Source: an optimization exercise on an open RTL-to-GDS flow (aim: small area). Production flows keep margins and buffers that such runs may drop. Only simulation tests tie the RTL to the original design; equivalence was not proved.

## north
## column_pool_writer
module column_pool_writer #(
    parameter int IMG_ROW = 54,
    parameter int SHIFT   = 4,
    parameter int ADDR_W  = 12
) (
    input  logic                    clk,
    input  logic                    reset,
    input  logic                    frame_start,
    input  logic [ADDR_W-1:0]       base_addr,
    input  logic                    pool_en,
    input  logic [IMG_ROW-1:0]      in_done,
    input  logic [IMG_ROW*16-1:0]   in_value,
    output logic                    wr_en,
    output logic [ADDR_W-1:0]       wr_addr,
    output logic [IMG_ROW*8-1:0]    wr_data,
    output logic                    busy,
    output logic                    overrun
);
Size in the first run: roughly 4800 cells after synthesis, about 950 flip-flops, about 1400 I/O pins.
clock: 6.0 ns
lec_check: 0
cap_margin: 20
core_area: 5 5 485 485
die_area: 0 0 490 490
slew_margin: 20
standard.sh (not shown) runs the stock make flow with config.mk's settings and CLKGATE_MAP_FILE= SYNTH_SCRIPT=/design/flow/synth_recipe.tcl, a recipe that flattens the netlist after the stock synthesis.
==> flow/flow/run.sh <==
#!/bin/bash
# Own layout flow: the standard flow (standard.sh) with two changes:
#  - synthesis maps logic with an area-oriented ABC script (flow/area.abc);
#  - the port buffers that global placement inserts are buf_1 cells;
#  - clock tree synthesis uses smaller buffers and no dummy loads.
# Each tool's output is logged under orfs/logs/ (ORFS), plus make's output in
# flow_make.log here.
set -euo pipefail
W=$(pwd)
F=$W/flow
cat "$F/abc_hook.tcl" "$W/synth_recipe.tcl" > "$W/own_synth.tcl"
sed "s#SYNTH_SCRIPT=[^ ]*#SYNTH_SCRIPT=$W/own_synth.tcl#" "$W/standard.sh" > "$W/own_standard.sh"
grep -q "SYNTH_SCRIPT=$W/own_synth.tcl" "$W/own_standard.sh"
export MY_ABC_SCRIPT=$F/area.abc
export CTS_ARGS="-sink_clustering_enable -repair_clock_nets -dont_use_dummy_load -buf_list sky130_fd_sc_hd__clkbuf_8 -sink_clustering_size 20 -sink_clustering_max_diameter 60"
export BUFFER_PORTS_ARGS="-buffer_cell sky130_fd_sc_hd__buf_1"
bash "$W/own_standard.sh" > "$W/flow_make.log" 2>&1
==> flow/flow/abc_hook.tcl <==
proc abc {args} {
  set i [lsearch -exact $args -script]
  if {$i >= 0} { lset args [expr {$i + 1}] $::env(MY_ABC_SCRIPT) }
  yosys abc {*}$args
}
==> flow/flow/area.abc <==
&get -n
&st
&dch -f
&nf -R 1000 -p
&put
north finished every step from synthesis to the final layout, and the layout passed the timing, design-rule and antenna checks.
#### Input delta (south over north)
--- a/flow/flow/run.sh
+++ b/flow/flow/run.sh
@@ -3,4 +3,3 @@
 #  - synthesis maps logic with an area-oriented ABC script (flow/area.abc);
-#  - the port buffers that global placement inserts are buf_1 cells;
-#  - clock tree synthesis uses smaller buffers and no dummy loads.
+#  - the port buffers that global placement inserts are buf_1 cells.
 # Each tool's output is logged under orfs/logs/ (ORFS), plus make's output in
@@ -14,3 +13,2 @@
 export MY_ABC_SCRIPT=$F/area.abc
-export CTS_ARGS="-sink_clustering_enable -repair_clock_nets -dont_use_dummy_load -buf_list sky130_fd_sc_hd__clkbuf_8 -sink_clustering_size 20 -sink_clustering_max_diameter 60"
 export BUFFER_PORTS_ARGS="-buffer_cell sky130_fd_sc_hd__buf_1"
==> flow/flow/area.abc <==
strash
dch
amap
topo
dnsize -c
Findings:
No stage failed in south, and the final checks on the layout all came back clean. Both conditions hold for north: the flow ran to the end and the final layout passed the timing, design-rule and antenna checks. Cell with the largest stage delay on the worst path: sky130_fd_sc_hd__or4_1 -> south, sky130_fd_sc_hd__a21oi_1 -> north. north → south: wire length went up about 0.8%, multi-input gate share of total cell area saw a decrease, utilization now sits higher.
--- input diff south..east ---
==> flow/run.sh (new file) <==
#!/bin/bash
# synth_recipe.tcl (not shown) runs the flow's synth.tcl, then flattens the netlist and writes it again
# the make line also repeats each setting of config.mk as NAME=value (left out here)
make -C /OpenROAD-flow-scripts/flow DESIGN_CONFIG=/design/flow/config.mk WORK_HOME=/design/flow/orfs CLKGATE_MAP_FILE= SYNTH_SCRIPT=/design/flow/synth_recipe.tcl finish
removed: flow/flow/run.sh
removed: flow/flow/abc_hook.tcl
removed: flow/flow/area.abc
removed: flow/standard.sh
==> comparison <==
- Relative to south, share of the clock period used by the worst path has gone down in east.
- Maximum vdd drop: east higher than south
- Cmp south and east / number of combinational gates with multiple inputs / lower: east

-- re-timing with driven ports --
The flow's constraints put no driver on any port. The routed layouts listed below were extracted and timed again, unchanged, in two steps.
Step 1: set_driving_cell puts a clkbuf_16 on clk and a buf_2 on each other input, an assumption about the parent block.
Step 2 times the ports against the registers' clock, not the clock port: input delays grow and output delays shrink by t, the midpoint of the rising clock arrivals with the driver on.
a / b / c = no drivers / after step 1 / after step 2; a / b = the first two.
run | t, ns | setup WS [ns] | clock arrival spread, ns | slew at the worst register clock pin (ns) | pins driven straight from the clock port
north | 0.905 | 1.155 / 1.147 / 0.241 | 0.135 / 0.135 | 0.11 / 0.11 | 1
south | 0.808 | 1.396 / 1.419 / 0.631 | 0.050 / 0.050 | 0.07 / 0.07 | 1
east | 0.827 | 1.607 / 1.526 / 1.088 | 0.035 / 0.035 | 0.07 / 0.07 | 1
After both steps setup and hold are still met in every run listed. The setup slack of north, which loses most, moves by -0.008 ns with the drivers and by -0.914 ns with both steps.
